What follows belongs to an exercise in optimizing a design on an open flow for small area, a short achievable clock period and few clock cycles; a production flow would make more cautious choices. No functional check of the RTL was part of any run shown here. Power figures rest on the tool's default switching activity, not on a simulated workload.

--- design/flow/run.sh ---
#!/bin/bash
# synth_recipe.tcl (not shown) runs the flow's synth.tcl, then flattens the netlist and writes it again
# the make line also repeats each setting of config.mk as NAME=value (left out here)
make -C /OpenROAD-flow-scripts/flow DESIGN_CONFIG=/design/flow/config.mk WORK_HOME=/design/flow/orfs CLKGATE_MAP_FILE= SYNTH_SCRIPT=/design/flow/synth_recipe.tcl finish
--- design/flow/config.mk ---
export PLATFORM = sky130hd
export DESIGN_NAME = sorted_insert_task_priority_queue
export DESIGN_NICKNAME = sorted_insert_task_priority_queue
export VERILOG_FILES = /design/flow/design.v
export SDC_FILE = /design/flow/constraint.sdc
export NUM_CORES = 4
export LEC_CHECK = 0
export CAP_MARGIN = 20
export CORE_MARGIN = 2
export CORE_UTILIZATION = 40
export SLEW_MARGIN = 20
--- design/flow/constraint.sdc ---
create_clock -name core_clock -period 9.0 [get_ports {clock}]
set_input_delay 1.8000 -clock core_clock [delete_from_list [all_inputs] [get_ports {clock}]]
set_output_delay 1.8000 -clock core_clock [all_outputs]
set_load 0.01 [all_outputs]
--- design/flow/design.v ---
`timescale 1ns / 1ps
package stpq_pkg;
   localparam int ID_W     = 8;
   localparam int DAYS_W   = 10;
   localparam int WEIGHT_W = 10;
   localparam int HOURS_W  = 12;
   localparam int SCORE_W  = 23;
   localparam int ENTRY_W  = ID_W + SCORE_W + DAYS_W + WEIGHT_W + HOURS_W;
   localparam logic [1:0] MODE_INSERT = 2'd0;
   localparam logic [1:0] MODE_READ   = 2'd1;
   localparam logic [1:0] MODE_CLEAR  = 2'd2;
   localparam logic [1:0] MODE_NOP    = 2'd3;
   localparam logic [1:0] ST_OK      = 2'd0;
   localparam logic [1:0] ST_FULL    = 2'd1;
   localparam logic [1:0] ST_EMPTY   = 2'd2;
   localparam logic [1:0] ST_CLEARED = 2'd3;
endpackage
`timescale 1ns / 1ps
module stpq_divider (
   input  logic        clock,
   input  logic        reset,
   input  logic        in_valid,
   output logic        in_ready,
   input  logic [10:0] in_a,
   input  logic [12:0] in_b,
   input  logic [9:0]  in_w,
   input  logic [39:0] in_tag,
   output logic        out_valid,    
   input  logic        out_free,     
   output logic [22:0] out_q,
   output logic [39:0] out_tag,
   output logic        busy          
);
   logic        m_valid;
   logic [23:0] m_s, m_c;
   logic [9:0]  m_w;
   logic [3:0]  m_n;
   logic [39:0] m_tag;
   logic        v_valid;
   logic [48:0] v_x;         
   logic [22:0] v_d;
   logic [23:0] v_d3;
   logic [3:0]  v_cnt;
   logic [39:0] v_tag;
   function automatic logic [3:0] blen(input logic [12:0] x);
      blen = 4'd0;
      for (int i = 0; i < 13; i++) if (x[i]) blen = 4'(i + 1);
   endfunction
   logic [23:0] pp [11];
   logic [23:0] l1 [8];
   logic [23:0] l2 [6];
   logic [23:0] l3 [4];
   logic [23:0] l4 [3];
   logic [23:0] p_s, p_c;
   always_comb begin
      for (int i = 0; i < 11; i++) pp[i] = in_a[i] ? (24'(in_b) << i) : 24'd0;
      for (int k = 0; k < 3; k++) begin
         l1[2*k]   = pp[3*k] ^ pp[3*k+1] ^ pp[3*k+2];
         l1[2*k+1] = ((pp[3*k] & pp[3*k+1]) | (pp[3*k] & pp[3*k+2]) | (pp[3*k+1] & pp[3*k+2])) << 1;
      end
      l1[6] = pp[9];
      l1[7] = pp[10];
      for (int k = 0; k < 2; k++) begin
         l2[2*k]   = l1[3*k] ^ l1[3*k+1] ^ l1[3*k+2];
         l2[2*k+1] = ((l1[3*k] & l1[3*k+1]) | (l1[3*k] & l1[3*k+2]) | (l1[3*k+1] & l1[3*k+2])) << 1;
      end
      l2[4] = l1[6];
      l2[5] = l1[7];
      for (int k = 0; k < 2; k++) begin
         l3[2*k]   = l2[3*k] ^ l2[3*k+1] ^ l2[3*k+2];
         l3[2*k+1] = ((l2[3*k] & l2[3*k+1]) | (l2[3*k] & l2[3*k+2]) | (l2[3*k+1] & l2[3*k+2])) << 1;
      end
      l4[0] = l3[0] ^ l3[1] ^ l3[2];
      l4[1] = ((l3[0] & l3[1]) | (l3[0] & l3[2]) | (l3[1] & l3[2])) << 1;
      l4[2] = l3[3];
      p_s   = l4[0] ^ l4[1] ^ l4[2];
      p_c   = ((l4[0] & l4[1]) | (l4[0] & l4[2]) | (l4[1] & l4[2])) << 1;
   end
   logic signed [6:0] sp;
   logic [3:0]        n_steps;
   always_comb begin
      sp = 7'(blen(13'(in_w))) + 7'sd17 - 7'(blen(13'(in_a))) - 7'(blen(in_b));
      if (sp < 7'sd1) n_steps = 4'd1;
      else            n_steps = 4'((sp + 7'sd2) >>> 1);
   end
   logic [23:0] s1, c1, s2, c2;
   logic [23:0] ld_d, ld_d3;
   logic [48:0] ld_x;
   always_comb begin
      ld_d  = m_s + m_c;
      s1    = m_s ^ m_c ^ (m_s << 1);
      c1    = ((m_s & m_c) | (m_s & (m_s << 1)) | (m_c & (m_s << 1))) << 1;
      s2    = s1 ^ c1 ^ (m_c << 1);
      c2    = ((s1 & c1) | (s1 & (m_c << 1)) | (c1 & (m_c << 1))) << 1;
      ld_d3 = s2 + c2;
      ld_x  = 49'(m_w) << (6'd42 - {1'b0, m_n, 1'b0});
   end
   logic [24:0] t;
   logic [25:0] d1, d2, d3;
   logic [1:0]  qd;
   logic [22:0] rn;
   always_comb begin
      t  = v_x[48:24];
      d1 = {1'b0, t} - {3'b0, v_d};
      d2 = {1'b0, t} - {2'b0, v_d, 1'b0};
      d3 = {1'b0, t} - {2'b0, v_d3};
      if (!d3[25])      begin qd = 2'd3; rn = d3[22:0]; end
      else if (!d2[25]) begin qd = 2'd2; rn = d2[22:0]; end
      else if (!d1[25]) begin qd = 2'd1; rn = d1[22:0]; end
      else              begin qd = 2'd0; rn = t[22:0];  end
   end
   logic v_last, m_go;
   assign v_last    = v_valid && (v_cnt == 4'd1);
   assign out_valid = v_last && out_free;
   assign out_q     = {v_x[20:0], qd};
   assign out_tag   = v_tag;
   assign m_go      = m_valid && (!v_valid || out_valid);
   assign in_ready  = !m_valid || m_go;
   assign busy      = m_valid || v_valid;
   always_ff @(posedge clock) begin
      if (reset) begin
         m_valid <= 1'b0;
         v_valid <= 1'b0;
      end else begin
         if (in_valid && in_ready) m_valid <= 1'b1;
         else if (m_go)            m_valid <= 1'b0;
         if (m_go)           v_valid <= 1'b1;
         else if (out_valid) v_valid <= 1'b0;
      end
      if (in_valid && in_ready) begin
         m_s   <= p_s;
         m_c   <= p_c;
         m_w   <= in_w;
         m_n   <= n_steps;
         m_tag <= in_tag;
      end
      if (m_go) begin
         v_x   <= ld_x;
         v_d   <= ld_d[22:0];
         v_d3  <= ld_d3;
         v_cnt <= m_n;
         v_tag <= m_tag;
      end else if (v_valid && !v_last) begin
         v_x   <= {rn, v_x[23:0], qd};
         v_cnt <= v_cnt - 4'd1;
      end
   end
endmodule
`timescale 1ns / 1ps
module sorted_insert_task_priority_queue #(
   parameter int TABLE_DEPTH = 16
) (
   input  logic        clock,
   input  logic        reset,
   input  logic        req_tvalid,
   output logic        req_tready,
   input  logic [47:0] req_tdata,
   output logic        rsp_tvalid,
   input  logic        rsp_tready,
   output logic [71:0] rsp_tdata,
   output logic        rsp_tlast,
   input  logic        csr_wen,
   input  logic        csr_wdata
);
   localparam int EW = stpq_pkg::ENTRY_W;    
   logic                 order_ff;
   logic [4:0]           count_ff;
   logic [15:0][3:0]     perm;
   logic [15:0][EW-1:0]  tbl;
   logic        a_valid;
   logic [1:0]  a_mode;
   logic [7:0]  a_id;
   logic [9:0]  a_d, a_w;
   logic [11:0] a_h;
   logic [10:0] a_a;
   logic [12:0] a_b;
   logic        u_valid;
   logic [22:0] u_score;
   logic [7:0]  u_id;
   logic [9:0]  u_d, u_w;
   logic [11:0] u_h;
   logic        s_active;
   logic [3:0]  s_ptr;
   logic        o_valid;
   logic [64:0] o_data;
   logic        o_last;
   logic        div_in_valid, div_in_ready, div_out_valid;
   logic [22:0] div_q;
   logic [39:0] div_tag;
   logic        div_busy;    
   stpq_divider u_div (
      .clock     (clock),
      .reset     (reset),
      .in_valid  (div_in_valid),
      .in_ready  (div_in_ready),
      .in_a      (a_a),
      .in_b      (a_b),
      .in_w      (a_w),
      .in_tag    ({a_h, a_w, a_d, a_id}),
      .out_valid (div_out_valid),
      .out_free  (!u_valid),
      .out_q     (div_q),
      .out_tag   (div_tag),
      .busy      (div_busy)
   );
   logic o_free, u_go, s_go, s_last, clr_go, a_go, a_go_safe;
   logic a_ins, a_rd, a_clr, a_nop;
   logic accept;
   assign a_ins = a_mode == stpq_pkg::MODE_INSERT;
   assign a_rd  = a_mode == stpq_pkg::MODE_READ;
   assign a_clr = a_mode == stpq_pkg::MODE_CLEAR;
   assign a_nop = a_mode == stpq_pkg::MODE_NOP;
   assign o_free  = !o_valid || rsp_tready;
   assign u_go    = u_valid && !s_active && o_free;
   assign s_go    = s_active && o_free;
   assign s_last  = (count_ff == 5'd0) || ({1'b0, s_ptr} == count_ff - 5'd1);
   assign clr_go  = a_valid && a_clr && !div_busy && !u_valid && !s_active && o_free;
   assign div_in_valid = a_valid && a_ins;
   always_comb begin
      a_go      = 1'b0;
      a_go_safe = 1'b0;
      unique case (a_mode)
         stpq_pkg::MODE_INSERT: begin
            a_go      = div_in_ready;
            a_go_safe = div_in_ready;
         end
         stpq_pkg::MODE_READ: begin
            a_go      = !div_busy && (!u_valid || u_go) && (!s_active || (s_go && s_last));
            a_go_safe = !div_busy && !u_valid && !s_active;
         end
         stpq_pkg::MODE_CLEAR: begin
            a_go      = clr_go;
            a_go_safe = !div_busy && !u_valid && !s_active && !o_valid;
         end
         default: begin
            a_go      = 1'b1;
            a_go_safe = 1'b1;
         end
      endcase
   end
   assign req_tready = !a_valid || a_go_safe;
   assign accept     = req_tvalid && req_tready;
   logic [15:0] ah_phys, ah_log, pre;
   logic        full;
   assign full = count_ff[4];
   always_comb begin
      for (int j = 0; j < 16; j++)
         ah_phys[j] = order_ff ? (tbl[j][40:31] < u_d) : (tbl[j][30:8] > u_score);
      for (int i = 0; i < 16; i++)
         ah_log[i] = (5'(i) < count_ff) && ah_phys[perm[i]];
      pre[0] = 1'b1;
      for (int i = 1; i < 16; i++) pre[i] = pre[i-1] && ah_log[i-1];
   end
   logic [EW-1:0] u_entry;
   assign u_entry = {u_h, u_w, u_d, u_score, u_id};
   logic [EW-1:0] s_entry;
   assign s_entry = tbl[perm[s_ptr]];
   always_ff @(posedge clock) begin
      if (reset) begin
         order_ff <= 1'b0;
         count_ff <= 5'd0;
         a_valid  <= 1'b0;
         u_valid  <= 1'b0;
         s_active <= 1'b0;
         o_valid  <= 1'b0;
      end else begin
         if (csr_wen) order_ff <= csr_wdata;
         if (accept)    a_valid <= 1'b1;
         else if (a_go) a_valid <= 1'b0;
         if (div_out_valid) u_valid <= 1'b1;
         else if (u_go)     u_valid <= 1'b0;
         if (a_valid && a_rd && a_go) s_active <= 1'b1;
         else if (s_go && s_last)     s_active <= 1'b0;
         if (u_go || s_go || clr_go) o_valid <= 1'b1;
         else if (rsp_tready)        o_valid <= 1'b0;
         if (clr_go)             count_ff <= 5'd0;
         else if (u_go && !full) count_ff <= count_ff + 5'd1;
      end
      if (accept) begin
         a_mode <= req_tdata[1:0];
         a_id   <= req_tdata[9:2];
         a_d    <= req_tdata[19:10];
         a_w    <= req_tdata[29:20];
         a_h    <= req_tdata[41:30];
         a_a    <= 11'(req_tdata[19:10]) + 11'd1;
         a_b    <= 13'(req_tdata[41:30]) + 13'd10;
      end
      if (div_out_valid) begin
         u_score <= div_q;
         {u_h, u_w, u_d, u_id} <= div_tag;
      end
      for (int j = 0; j < 16; j++)
         if (u_valid && !full && count_ff[3:0] == 4'(j)) tbl[j] <= u_entry;
      if (u_go && !full) begin
         for (int i = 0; i < 16; i++) begin
            if (pre[i] && !ah_log[i]) perm[i] <= count_ff[3:0];
            else if (!pre[i])         perm[i] <= (i == 0) ? perm[0] : perm[i-1];
         end
      end
      if (a_valid && a_rd && a_go) s_ptr <= 4'd0;
      else if (s_go)               s_ptr <= s_ptr + 4'd1;
      if (s_go) begin
         if (count_ff == 5'd0) o_data <= {63'd0, stpq_pkg::ST_EMPTY};
         else                  o_data <= {s_entry, stpq_pkg::ST_OK};
         o_last <= s_last;
      end else if (u_go) begin
         o_data <= {u_entry, full ? stpq_pkg::ST_FULL : stpq_pkg::ST_OK};
         o_last <= 1'b1;
      end else if (clr_go) begin
         o_data <= {63'd0, stpq_pkg::ST_CLEARED};
         o_last <= 1'b1;
      end
   end
   assign rsp_tvalid = o_valid;
   assign rsp_tdata  = {7'd0, o_data};
   assign rsp_tlast  = o_last;
endmodule
==> metrics.md, run 1 <==
| Metric | Value |
|---|---|
| Run status | complete, no violations |
| Detailed placer's ending HPWL | 151,000 µm |
| MaxCap Viol Count | 0 |
| Power per cell area | 200 nW/µm² |
| Initial cell density of the core | 40.1% |
| Final number of hold-violating endpoints | 0 |
| Routability congestion estimate from global placement | 0.920 |
| Cells traversed along the worst timing path | inv_1 -> ha_1 -> nand4_1 -> nor4_1 -> o31ai_1 -> a21boi_0 -> nor3_2 -> buf_4 -> a22oi_2 -> o211ai_1 -> o22ai_1 -> o311ai_2 -> nor4_4 -> and2_0 -> a41oi_1 |
| Warning count from the yosys run | 7 |
| Highest-utilization routing layer at the global route stage | met2 |
| Delay of the slowest cell on the worst path | 0.94 ns |
| Global routing met2 resource utilization | 34.6% |
| Worst slew slack as a fraction of its limit | 24.1% |
| Clock transition at the registers of the reported paths | 0.06 ns |
| Async set-reset flop share out of synthesis | 0% |
| Path category of the worst min-delay check | flip-flop to flip-flop |
| Final clock skew | 0.0444 ns |
| Part of the total power dissipated in the clock network | 38.1% |
| Final cell count without fillers | 8,826 |
| Area taken by multi-input logic gates | 35,000 µm² |
| Critical Setup Path Class | flip-flop to flip-flop |
| Core region area | 204,000 µm² |
| Global-route wire length before repair | 335,000 µm |
| Slack of the critical path | 2.03 ns |
| Number of placed instances with taps included | 8,515 |
| CTS tree | done |
| Clock buffer count from CTS | 168 |
| Distinct cells, synth | 95 |
| Worst path required time | 9.46 ns |
| Largest net degree at the start of global routing | 95 |
| Share of final-layout standard cells stronger than drive strength 1 | 13.3% |
| Data arrival at the endpoint of the critical path | 7.44 ns |
| Maximum fanout along the worst path | 18 |
| Cell-internal power | 0.0136 W |
| Global router's overall resource usage | 21.1% |
| Post-CTS Repair Setup Buffers | 0 |
| Internal reg-to-reg setup slack | 2.03 ns |
| Minimum hold slack | 0.414 ns |
| Via count of the first global-routing pass | 52,338 |
| Number of flops mapped to enable cells by yosys | 1,490 |
| Part of the Yosys area used for sequential elements | 55.1% |
| Drt wl/cell | 25.2 µm |
| RSZ-0062 raised after global routing | no |
| Root Buffer | clkbuf_16 |
| Main flop type after synthesis | edfxtp_1 |
| Worst setup startpoint | u_score[21]$_DFFE_PP_ |
| Worst skew pair latency | 0.83 ns |
| Chip width | 456 µm |
| Chip height | 456 µm |
| Count of unresolved DRC violations after routing | 0 |
| Total of hold buffers inserted after clock tree synthesis | 0 |
| Crit-path slowest cell | edfxtp_1 |
| Via count normalized by instance count | 5.82 |
| Resized cells post-CTS | 0 |
| Relative contribution of combinational cells to total power | 19.0% |
| Count of H-tree levels built during CTS | 4 |
| Maximum vdd drop | 0.237 mV |
| Post-Syn Area | 81,800 µm² |
| Relative area change from synthesis to final layout | 12.6% |
| Switching part of the total power | 26.5% |
| Overflow left after global routing | 0 |
| Number of DRC markers in iteration 0 | 5,043 |
| Detailed Routing Iterations Pass 1 | 6 |
| Count of nets after finishing | 6,869 |
| Met3 Track Usage GR | 2.95% |
| Setup Total Neg Slack | 0 ns |
| IO Pins | 129 |
| Final Max Tran Viols | 0 |
| Total die area | 208,000 µm² |
| Register area | 45,100 µm² |
| Worst R2R End | perm[56]$_DFFE_PP_ |
| GR met1 Demand/Resource | 28.8% |
| Part of the power in registers | 42.9% |
| Final setup vio count | 0 |
| Bufs on Longest Clock Path | 3 |
| Worst setup slack before clock tree synthesis | 2.21 ns |
| Critical Path Start Type | flip-flop |
| Number of clock sinks seen by CTS | 1,506 |
| Number of vias after detailed routing | 51,410 |
| Number of port buffers | 115 |
| Number of core rows | 166 |
| Reg-to-reg startpoint | u_score[21]$_DFFE_PP_ |
| Fraction of the cycle the final worst path needs | 77.5% |
| #FFs+latches synth | 1,506 |
| Wire length after detailed routing | 222,000 µm |
| Depth of the worst register-to-register path | 15 |
| Achievable clock frequency | 0.143 GHz |
| Antenna violation net count after detailed routing | 0 |
| Switching power of the nets | 0.00488 W |
| Mean Syn Cell Area | 14.1 µm² |
| Kind of capture point of the worst setup path | flip-flop |
| # fillers | 18,009 |
| Synthesized instance count | 5,819 |
| Number of antenna violations at the first check in global routing | 6 |
| Clock period minus final worst setup slack | 6.97 ns |
| Worst setup path endpoint | perm[56]$_DFFE_PP_ |
| Final core utilization | 45.2% |
| Measured slew at the worst slew-check pin | 1.13 ns |
| Cell leakage power | 33.3 nW |
-- power groups by stage --
stage          Combinational (W)  Sequential, W  Clock (W)
3_3_place_gp             0.00350        0.00805          0
6_report                 0.00351        0.00790    0.00702
3_5_place_dp             0.00353        0.00805          0
4_1_cts                  0.00355        0.00790    0.00716
2_1_floorplan            0.00268        0.00800          0
5_1_grt                  0.00391        0.00791    0.00742
-- logic make-up after synthesis --
group / after synthesis / synth area share [%]
buffers and inverters: 513 / 2.41
and+or+nand+nor: 1262 / 7.70
DFF: 1506 / 55.1
xor gates and xnor gates: 118 / 1.26
other: 2 / 0.00918
adders and majority gates: 818 / 13.8
muxes: 523 / 11.1
AOI/OAI and AO/OA: 1077 / 8.64
-- worst min path at each step --
stage / start / endpoint / depth (start not counted)
finish: u_div.v_tag[34]$_DFFE_PP_ / u_h[6]$_DFFE_PP_ / 0
global route: u_div.v_tag[36]$_DFFE_PP_ / u_h[8]$_DFFE_PP_ / 0
CTS: u_div.v_tag[34]$_DFFE_PP_ / u_h[6]$_DFFE_PP_ / 0
detailed placement: a_d[3]$_DFFE_PP_ / u_div.m_tag[11]$_DFFE_PP_ / 0
global placement: u_div.v_tag[22]$_DFFE_PP_ / u_w[4]$_DFFE_PP_ / 0
floorplan: u_div.v_tag[8]$_DFFE_PP_ / u_d[0]$_DFFE_PP_ / 0
-- cell usage in the layout, fill, tap and decap left out, types with 144 or more instances in the layout --
master	Yosys	layout
a21oi_1	267	266
clkbuf_16	0	169
edfxtp_1	1490	1490
fa_1	144	144
ha_1	674	674
inv_1	286	284
mux4_2	295	291
nand2_1	318	316
nor2_1	274	260
o21ai_0	252	250
-- synth_stat cells, drive strengths merged (10+ instances only) --
| cell | number | area [µm²] |
|---|---|---|
| nand4 | 80 | 500 |
| nand2b | 34 | 213 |
| o21bai | 14 | 105 |
| dfxtp | 16 | 320 |
| mux2i | 109 | 1090 |
| o31ai | 25 | 188 |
| a22o | 76 | 666 |
| or3 | 20 | 125 |
| nor2 | 274 | 1030 |
| o21ai | 257 | 1290 |
| a221oi | 14 | 123 |
| nor2b | 45 | 282 |
| a211o | 18 | 158 |
| buf | 61 | 277 |
| nor4 | 27 | 190 |
| a21oi | 267 | 1340 |
| o21a | 39 | 293 |
| clkbuf | 164 | 616 |
| o2111ai | 13 | 114 |
| o211ai | 31 | 238 |
| a21boi | 23 | 173 |
| a2111oi | 16 | 146 |
| o221ai | 11 | 96.3 |
| a22oi | 12 | 109 |
| a211oi | 64 | 480 |
| a21o | 56 | 420 |
| nand3 | 139 | 696 |
| fa | 144 | 2880 |
| nand3b | 24 | 180 |
| and4 | 16 | 140 |
| a221o | 10 | 100 |
| mux4 | 295 | 6640 |
| mux2 | 119 | 1340 |
| inv | 288 | 1080 |
| o22ai | 24 | 150 |
| nor3 | 98 | 500 |
| xor2 | 38 | 333 |
| nand2 | 318 | 1190 |
| and2 | 118 | 738 |
| xnor2 | 80 | 701 |
| ha | 674 | 8430 |
| a31oi | 36 | 225 |
| and3 | 32 | 200 |
| edfxtp | 1490 | 44700 |
-- area by class of cell --
type	count	area share, %
flip-flops and latches	1506	48.9
well taps	2688	3.65
diodes	1	0.00271
multi-input cells	3806	38.0
clock buffers	207	4.77
clock inverters	103	1.32
repair buffers	227	2.19
inverters	288	1.18
-- state kept, by name (all words and copies together) (netlist names), 5 cells and up --
signal and flops:
tbl 1008, o_data 65, perm 64, u_div.v_x 49, u_div.m_tag 40, u_div.v_tag 40, u_div.v_d3 24, u_div.m_s 23
u_score 23, u_div.v_d 22, u_div.m_c 18, a_b 12, a_h 12, u_h 12, a_a 11, a_d 10
a_w 10, u_d 10, u_w 10, a_id 8, u_id 8, count_ff 5
-- metrics by stage --
stage               cell area [µm²]  total power, W
global placement              86600          0.0115
finish                        92200          0.0184
CTS                           92200          0.0186
detailed placement            86600          0.0116
global route                  92200          0.0192
floorplan                     81900          0.0107
-- per-layer routing --
layer / up-vias / part of all wire, %
met5: - / 0.015
met2: 1858 / 47
li1: 23167 / -
met3: 388 / 6.7
met1: 25993 / 43
met4: 4 / 3.4
-- critical path, delay by kind of cell, from the launching register on --
family / cells / cell delay (ns)
adder cells (fa/ha/maj): 1 / 0.54
AO/OA/AOI/OAI: 7 / 2.10
AND/OR/NAND/NOR: 5 / 2.09
buffers and inverters: 2 / 0.93
flip-flops: 1 / 0.94
==> inputs of run 2 (changes only) <==
--- a/design/flow/design.v
+++ b/design/flow/design.v
@@ -28,8 +28,7 @@
    output logic        out_valid,    
    input  logic        out_free,     
    output logic [22:0] out_q,
-   output logic [39:0] out_tag,
-   output logic        busy          
+   output logic [39:0] out_tag
 );
    logic        m_valid;
    logic [23:0] m_s, m_c;
@@ -116,7 +115,6 @@
    assign out_tag   = v_tag;
    assign m_go      = m_valid && (!v_valid || out_valid);
    assign in_ready  = !m_valid || m_go;
-   assign busy      = m_valid || v_valid;
    always_ff @(posedge clock) begin
       if (reset) begin
          m_valid <= 1'b0;
@@ -179,7 +177,6 @@
    logic [7:0]  u_id;
    logic [9:0]  u_d, u_w;
    logic [11:0] u_h;
-   logic        s_active;
    logic [3:0]  s_ptr;
    logic        o_valid;
    logic [64:0] o_data;
@@ -187,7 +184,6 @@
    logic        div_in_valid, div_in_ready, div_out_valid;
    logic [22:0] div_q;
    logic [39:0] div_tag;
-   logic        div_busy;    
    stpq_divider u_div (
       .clock     (clock),
       .reset     (reset),
@@ -200,44 +196,39 @@
       .out_valid (div_out_valid),
       .out_free  (!u_valid),
       .out_q     (div_q),
-      .out_tag   (div_tag),
-      .busy      (div_busy)
+      .out_tag   (div_tag)
    );
-   logic o_free, u_go, s_go, s_last, clr_go, a_go, a_go_safe;
-   logic a_ins, a_rd, a_clr, a_nop;
+   localparam int QD = 6;
+   localparam logic [1:0] Q_INS = 2'd0, Q_RD = 2'd1, Q_CLR = 2'd2;
+   logic [QD-1:0][1:0] q_kind;
+   logic [3:0]         q_cnt;
+   logic               q_push, q_pop;
+   logic [1:0]         q_push_kind;
+   logic o_free, h_ins, h_rd, h_clr, u_go, s_go, s_last, clr_go, a_go, a_go_safe;
    logic accept;
-   assign a_ins = a_mode == stpq_pkg::MODE_INSERT;
-   assign a_rd  = a_mode == stpq_pkg::MODE_READ;
-   assign a_clr = a_mode == stpq_pkg::MODE_CLEAR;
-   assign a_nop = a_mode == stpq_pkg::MODE_NOP;
-   assign o_free  = !o_valid || rsp_tready;
-   assign u_go    = u_valid && !s_active && o_free;
-   assign s_go    = s_active && o_free;
-   assign s_last  = (count_ff == 5'd0) || ({1'b0, s_ptr} == count_ff - 5'd1);
-   assign clr_go  = a_valid && a_clr && !div_busy && !u_valid && !s_active && o_free;
-   assign div_in_valid = a_valid && a_ins;
+   assign o_free = !o_valid || rsp_tready;
+   assign h_ins  = (q_cnt != 4'd0) && (q_kind[0] == Q_INS);
+   assign h_rd   = (q_cnt != 4'd0) && (q_kind[0] == Q_RD);
+   assign h_clr  = (q_cnt != 4'd0) && (q_kind[0] == Q_CLR);
+   assign u_go   = h_ins && u_valid && o_free;
+   assign s_go   = h_rd && o_free;
+   assign s_last = (count_ff == 5'd0) || ({1'b0, s_ptr} == count_ff - 5'd1);
+   assign clr_go = h_clr && o_free;
+   assign q_pop  = u_go || (s_go && s_last) || clr_go;
+   logic q_space;
+   assign q_space = q_cnt != 4'(QD);
+   assign div_in_valid = a_valid && (a_mode == stpq_pkg::MODE_INSERT) && q_space;
    always_comb begin
-      a_go      = 1'b0;
-      a_go_safe = 1'b0;
       unique case (a_mode)
-         stpq_pkg::MODE_INSERT: begin
-            a_go      = div_in_ready;
-            a_go_safe = div_in_ready;
-         end
-         stpq_pkg::MODE_READ: begin
-            a_go      = !div_busy && (!u_valid || u_go) && (!s_active || (s_go && s_last));
-            a_go_safe = !div_busy && !u_valid && !s_active;
-         end
-         stpq_pkg::MODE_CLEAR: begin
-            a_go      = clr_go;
-            a_go_safe = !div_busy && !u_valid && !s_active && !o_valid;
-         end
-         default: begin
-            a_go      = 1'b1;
-            a_go_safe = 1'b1;
-         end
+         stpq_pkg::MODE_INSERT: a_go = div_in_ready && q_space;
+         stpq_pkg::MODE_READ,
+         stpq_pkg::MODE_CLEAR:  a_go = q_space;
+         default:               a_go = 1'b1;
       endcase
    end
+   assign a_go_safe   = a_go;       
+   assign q_push      = a_valid && a_go && (a_mode != stpq_pkg::MODE_NOP);
+   assign q_push_kind = a_mode;     
    assign req_tready = !a_valid || a_go_safe;
    assign accept     = req_tvalid && req_tready;
    logic [15:0] ah_phys, ah_log, pre;
@@ -261,16 +252,17 @@
          count_ff <= 5'd0;
          a_valid  <= 1'b0;
          u_valid  <= 1'b0;
-         s_active <= 1'b0;
          o_valid  <= 1'b0;
+         q_cnt    <= 4'd0;
+         s_ptr    <= 4'd0;
       end else begin
          if (csr_wen) order_ff <= csr_wdata;
          if (accept)    a_valid <= 1'b1;
          else if (a_go) a_valid <= 1'b0;
          if (div_out_valid) u_valid <= 1'b1;
          else if (u_go)     u_valid <= 1'b0;
-         if (a_valid && a_rd && a_go) s_active <= 1'b1;
-         else if (s_go && s_last)     s_active <= 1'b0;
+         q_cnt <= q_cnt + 4'(q_push) - 4'(q_pop);
+         if (s_go) s_ptr <= s_last ? 4'd0 : s_ptr + 4'd1;
          if (u_go || s_go || clr_go) o_valid <= 1'b1;
          else if (rsp_tready)        o_valid <= 1'b0;
          if (clr_go)             count_ff <= 5'd0;
@@ -297,8 +289,14 @@
             else if (!pre[i])         perm[i] <= (i == 0) ? perm[0] : perm[i-1];
          end
       end
-      if (a_valid && a_rd && a_go) s_ptr <= 4'd0;
-      else if (s_go)               s_ptr <= s_ptr + 4'd1;
+      for (int k = 0; k < QD; k++) begin
+         if (q_pop) begin
+            if (q_push && 4'(k) == q_cnt - 4'd1) q_kind[k] <= q_push_kind;
+            else if (k < QD - 1)                q_kind[k] <= q_kind[k+1];
+         end else if (q_push && 4'(k) == q_cnt) begin
+            q_kind[k] <= q_push_kind;
+         end
+      end
       if (s_go) begin
          if (count_ff == 5'd0) o_data <= {63'd0, stpq_pkg::ST_EMPTY};
          else                  o_data <= {s_entry, stpq_pkg::ST_OK};
--- a/design/flow/config.mk
+++ b/design/flow/config.mk
@@ -5,7 +5,9 @@
 export SDC_FILE = /design/flow/constraint.sdc
 export NUM_CORES = 4
 export LEC_CHECK = 0
+export ABC_CLOCK_PERIOD_IN_PS = 3000
 export CAP_MARGIN = 20
 export CORE_MARGIN = 2
 export CORE_UTILIZATION = 40
+export SETUP_SLACK_MARGIN = 5
 export SLEW_MARGIN = 20
==> run 2 against run 1 <==
Against the previous run:
- core utilization is 2.4 points higher
- maximum frequency is 36% higher
- power is 2.6% lower
- highest routed layer is now met4
- clock-buffer cell count is 10 lower
- register-to-register slack better by 1.9 ns
- largest cell class unchanged
- combinational power is 26% lower
==> metrics.md, run 2 <==
| Metric | Value |
|---|---|
| Distinct cells, synth | 91 (-4.2%) |
| Core region area | 205,000 µm² (+0.41%) |
| Number of vias after detailed routing | 53,962 (+5.0%) |
| Largest register FFs | 1,008 (unchanged) |
| Achievable clock frequency | 0.196 GHz (+36%) |
| Chip height | 458 µm (+0.39%) |
| Measured slew at the worst slew-check pin | 1.03 ns (-0.0937 ns) |
| Number of clock sinks seen by CTS | 1,521 (+1.0%) |
| Worst slew slack as a fraction of its limit | 30.6% (+6.5 points) |
| Clock buffer count from CTS | 168 (unchanged) |
| Number of placed instances with taps included | 8,560 (+0.53%) |
| Number of antenna violations at the first check in global routing | 5 (-1) |
| Global router's overall resource usage | 22.7% (+1.5 points) |
| Maximum fanout along the worst path | 17 (-1) |
| Internal reg-to-reg setup slack | 3.89 ns (+1.86 ns) |
| MaxCap Viol Count | 0 (unchanged) |
| CTS tree | done |
| Share of final-layout standard cells stronger than drive strength 1 | 21.2% (+7.9 points) |
| Clock period minus final worst setup slack | 5.11 ns (-1.86 ns) |
| Worst skew pair latency | 0.85 ns (+0.02 ns) |
| Relative contribution of combinational cells to total power | 14.6% (-4.4 points) |
| Count of unresolved DRC violations after routing | 0 (unchanged) |
| Critical Path Start Type | flip-flop |
| Worst R2R End | perm[42]$_DFFE_PP_ |
| Final Power | 0.0180 W (-2.6%) |
| Main flop type after synthesis | edfxtp_1 |
| Reg-to-reg startpoint | u_score[16]$_DFFE_PP_ |
| Hold Crit Start | u_div.v_tag[3]$_DFFE_PP_ |
| Most frequent cell after synthesis | edfxtp_1 |
| Global-route wire length before repair | 354,000 µm (+5.8%) |
| Final number of hold-violating endpoints | 0 (unchanged) |
| Hold Crit Endpoint | u_id[3]$_DFFE_PP_ |
| Via count normalized by instance count | 5.88 (+0.89%) |
| Chip width | 458 µm (+0.39%) |
| Root Buffer | clkbuf_16 |
| Slack of the critical path | 3.89 ns (+1.86 ns) |
| Path category of the worst min-delay check | flip-flop to flip-flop |
| Largest registers ranked by flip-flop count | tbl x1008, o_data x65, perm x64 |
| Count of nets after finishing | 7,236 (+5.3%) |
| Detailed placer's ending HPWL | 157,000 µm (+4.0%) |
| #FFs+latches synth | 1,521 (+1.0%) |
| Number of DRC markers in iteration 0 | 5,972 (+18%) |
| Total of hold buffers inserted after clock tree synthesis | 0 (unchanged) |
| Largest net degree at the start of global routing | 107 (+13%) |
| Routability congestion estimate from global placement | 0.916 (-0.51%) |
| Count of H-tree levels built during CTS | 4 (unchanged) |
| Post-synth top area share | 54.7% (about the same) |
| Post-layout instance area | 97,400 µm² (+5.7%) |
| Final Max Tran Viols | 0 (unchanged) |
| Worst setup startpoint | u_score[16]$_DFFE_PP_ |
| Number of core rows | 166 (unchanged) |
| Dpl cell area | 87,200 µm² (+0.74%) |
| Initial cell density of the core | 40.3% (+0.15 points) |
| Cell leakage power | 35.6 nW (+6.7%) |
| Final clock skew | 0.0490 ns (+0.00461 ns) |
| Run status | complete, no violations |
| Antenna violation net count after detailed routing | 0 (unchanged) |
| Largest cells by area after synthesis | edfxtp_1 (55%), ha_1 (10%), mux4_2 (8.5%) |
| Depth of the worst register-to-register path | 17 (+2) |
| Commonest cells in the synthesized netlist | edfxtp_1 (1,502), ha_1 (684), nand2_1 (363) |
| Depth of the worst hold-timing path | 0 (unchanged) |
| Top reg by flops | tbl |
| Worst path required time | 9.57 ns (+0.11 ns) |
| Number of port buffers | 115 (unchanged) |
| Register area | 45,500 µm² (+0.95%) |
| Part of the total power dissipated in the clock network | 39.1% (+1.0 points) |
| Synthesized instance count | 5,868 (+0.84%) |
| # fillers | 17,607 (-2.2%) |
| Switching power of the nets | 0.00459 W (-5.8%) |
| RSZ-0062 raised after global routing | yes |
| Kind of capture point of the worst setup path | flip-flop |
| Via count of the first global-routing pass | 53,845 (+2.9%) |
| Switching part of the total power | 25.6% (-0.89 points) |
| Maximum vdd drop | 0.279 mV (+18%) |
| Cell-internal power | 0.0134 W (-1.4%) |
| Overflow left after global routing | 0 (unchanged) |
| Critical Setup Path Class | flip-flop to flip-flop |
| Bufs on Longest Clock Path | 3 (unchanged) |
| Detailed Routing Iterations Pass 1 | 6 (unchanged) |
| Mean Syn Cell Area | 14.1 µm² (about the same) |
| Post-Syn Area | 82,500 µm² (+0.78%) |
| Cell type with the largest total area after synthesis | edfxtp_1 |
| Final setup vio count | 0 (unchanged) |
| Wire length after detailed routing | 242,000 µm (+8.9%) |
| Area taken by multi-input logic gates | 36,800 µm² (+4.9%) |
| Data arrival at the endpoint of the critical path | 5.69 ns (-1.75 ns) |
| Most used cells in the layout excluding fill and tap cells | edfxtp_1 (1,502), ha_1 (663), nand2_1 (352) |
| Drt wl/cell | 26.4 µm (+4.7%) |
| IO Pins | 129 (unchanged) |
| Worst setup slack before clock tree synthesis | 2.06 ns (-0.142 ns) |
| Warning count from the yosys run | 7 (unchanged) |
| Clock transition at the registers of the reported paths | 0.06 ns (about the same) |
| Relative area change from synthesis to final layout | 18.1% |
| Async set-reset flop share out of synthesis | 0% (unchanged) |
| Total die area | 210,000 µm² (+0.77%) |
| Final cell count without fillers | 9,182 (+4.0%) |
| Power per cell area | 184 nW/µm² (-7.8%) |
| Fraction of the cycle the final worst path needs | 56.8% (-21 points) |
| Number of flops mapped to enable cells by yosys | 1,502 (+0.81%) |
| Most common cell after layout, fill and taps aside | edfxtp_1 |
| Part of the Yosys area used for sequential elements | 55.1% (+0.085 points) |
| Setup Total Neg Slack | 0 ns (unchanged) |
| Part of the power in registers | 46.3% (+3.4 points) |
[run 2: area by class of cell]
| cell class | instances | share of cell area [%] |
|---|---|---|
| multi-input cells | 3849 | 37.7 |
| clock inverters | 111 | 1.28 |
| repair buffers | 524 | 5.06 |
| inverters | 289 | 1.24 |
| clock buffers | 197 | 4.51 |
| flip-flops and latches | 1521 | 46.7 |
| diodes | 3 | 0.00771 |
| well taps | 2688 | 3.45 |
[run 2: per-stage QoR]
stage	hold slack [ns]	util (%)
floorplan	0.400	-
global placement	0.402	42.6
detailed placement	0.405	42.6
CTS	0.416	46.8
global route	0.421	47.6
finish	0.414	47.6
[run 2: metal layers]
layer / track usage (%) / part of all wire (%)
met5: 0 / 0
met4: 8.81 / 4.0
met3: 3.40 / 6.7
met2: 37.4 / 48
met1: 30.2 / 41
[run 2: repair_timing]
action | CTS | global route
setup buffers | 216 | 89
endpoints found under the setup margin | 220 | 173
gates resized for setup | 277 | 165
cloned | 5 | 1
pin swaps | 51 | 85
[run 2: how the worst max path moves through the flow]
stage                                     to  slack [ns]
final                     perm[42]$_DFFE_PP_        3.89
after global routing      perm[42]$_DFFE_PP_        3.86
after CTS                 perm[42]$_DFFE_PP_        3.97
after detailed placement  perm[40]$_DFFE_PP_        2.06
after global placement    perm[42]$_DFFE_PP_        2.16
after floorplan           perm[40]$_DFFE_PP_        4.41
[run 2: logic make-up after synthesis]
| kind of cell | synth area share, % |
|---|---|
| AOI/OAI and AO/OA | 8.27 |
| xor gates and xnor gates | 1.21 |
| adders and majority gates | 13.9 |
| buffers and inverters | 2.38 |
| DFF | 55.1 |
| muxes | 11.2 |
| other | 0.00910 |
| and+or+nand+nor | 7.87 |
[run 2: worst max-delay path, cell delays in order (launching register included)]
cell and delay, ns:
edfxtp_1 0.41, buf_12 0.17, inv_1 0.06, buf_6 0.18
ha_1 0.32, nand3_1 0.14, nor4_2 0.30, buf_4 0.20
o211ai_1 0.20, o211ai_1 0.30, nand2_2 0.17, and2_4 0.22
mux4_2 0.44, mux4_2 0.50, a21oi_4 0.15, and4bb_4 0.39
and4b_2 0.35, mux2_4 0.31
[run 2: power groups by stage]
stage,registers (W),logic (W),clock network (W)
2_1_floorplan,0.00849,0.00158,0
3_3_place_gp,0.00848,0.00240,0
5_1_grt,0.00834,0.00295,0.00742
6_report,0.00832,0.00261,0.00703
4_1_cts,0.00834,0.00254,0.00714
3_5_place_dp,0.00849,0.00249,0

## re-timing with driven ports
No port has a modelled driver above. Below, the same layouts with a new extraction and two added sets of constraints. Step 1 sets driving cells, clkbuf_16 on the clock port and buf_2 on the other inputs (assumed; they add their load-dependent delay and slew). Step 2 also shifts input and output timing later by t, the mid clock arrival at the registers, as if the neighbouring blocks saw the same clock. a / b / c = ideal ports / drivers / drivers and shift; a / b = the first two.
| run | t, ns | slack for setup (ns) | latest minus earliest clock arrival (ns) |
|---|---|---|---|
| run 1 | 0.895 | 2.027 / 2.027 / 2.027 | 0.053 / 0.053 |
| run 2 | 0.902 | 3.888 / 3.888 / 3.888 | 0.060 / 0.060 |
After both steps setup and hold are still met in every run listed.
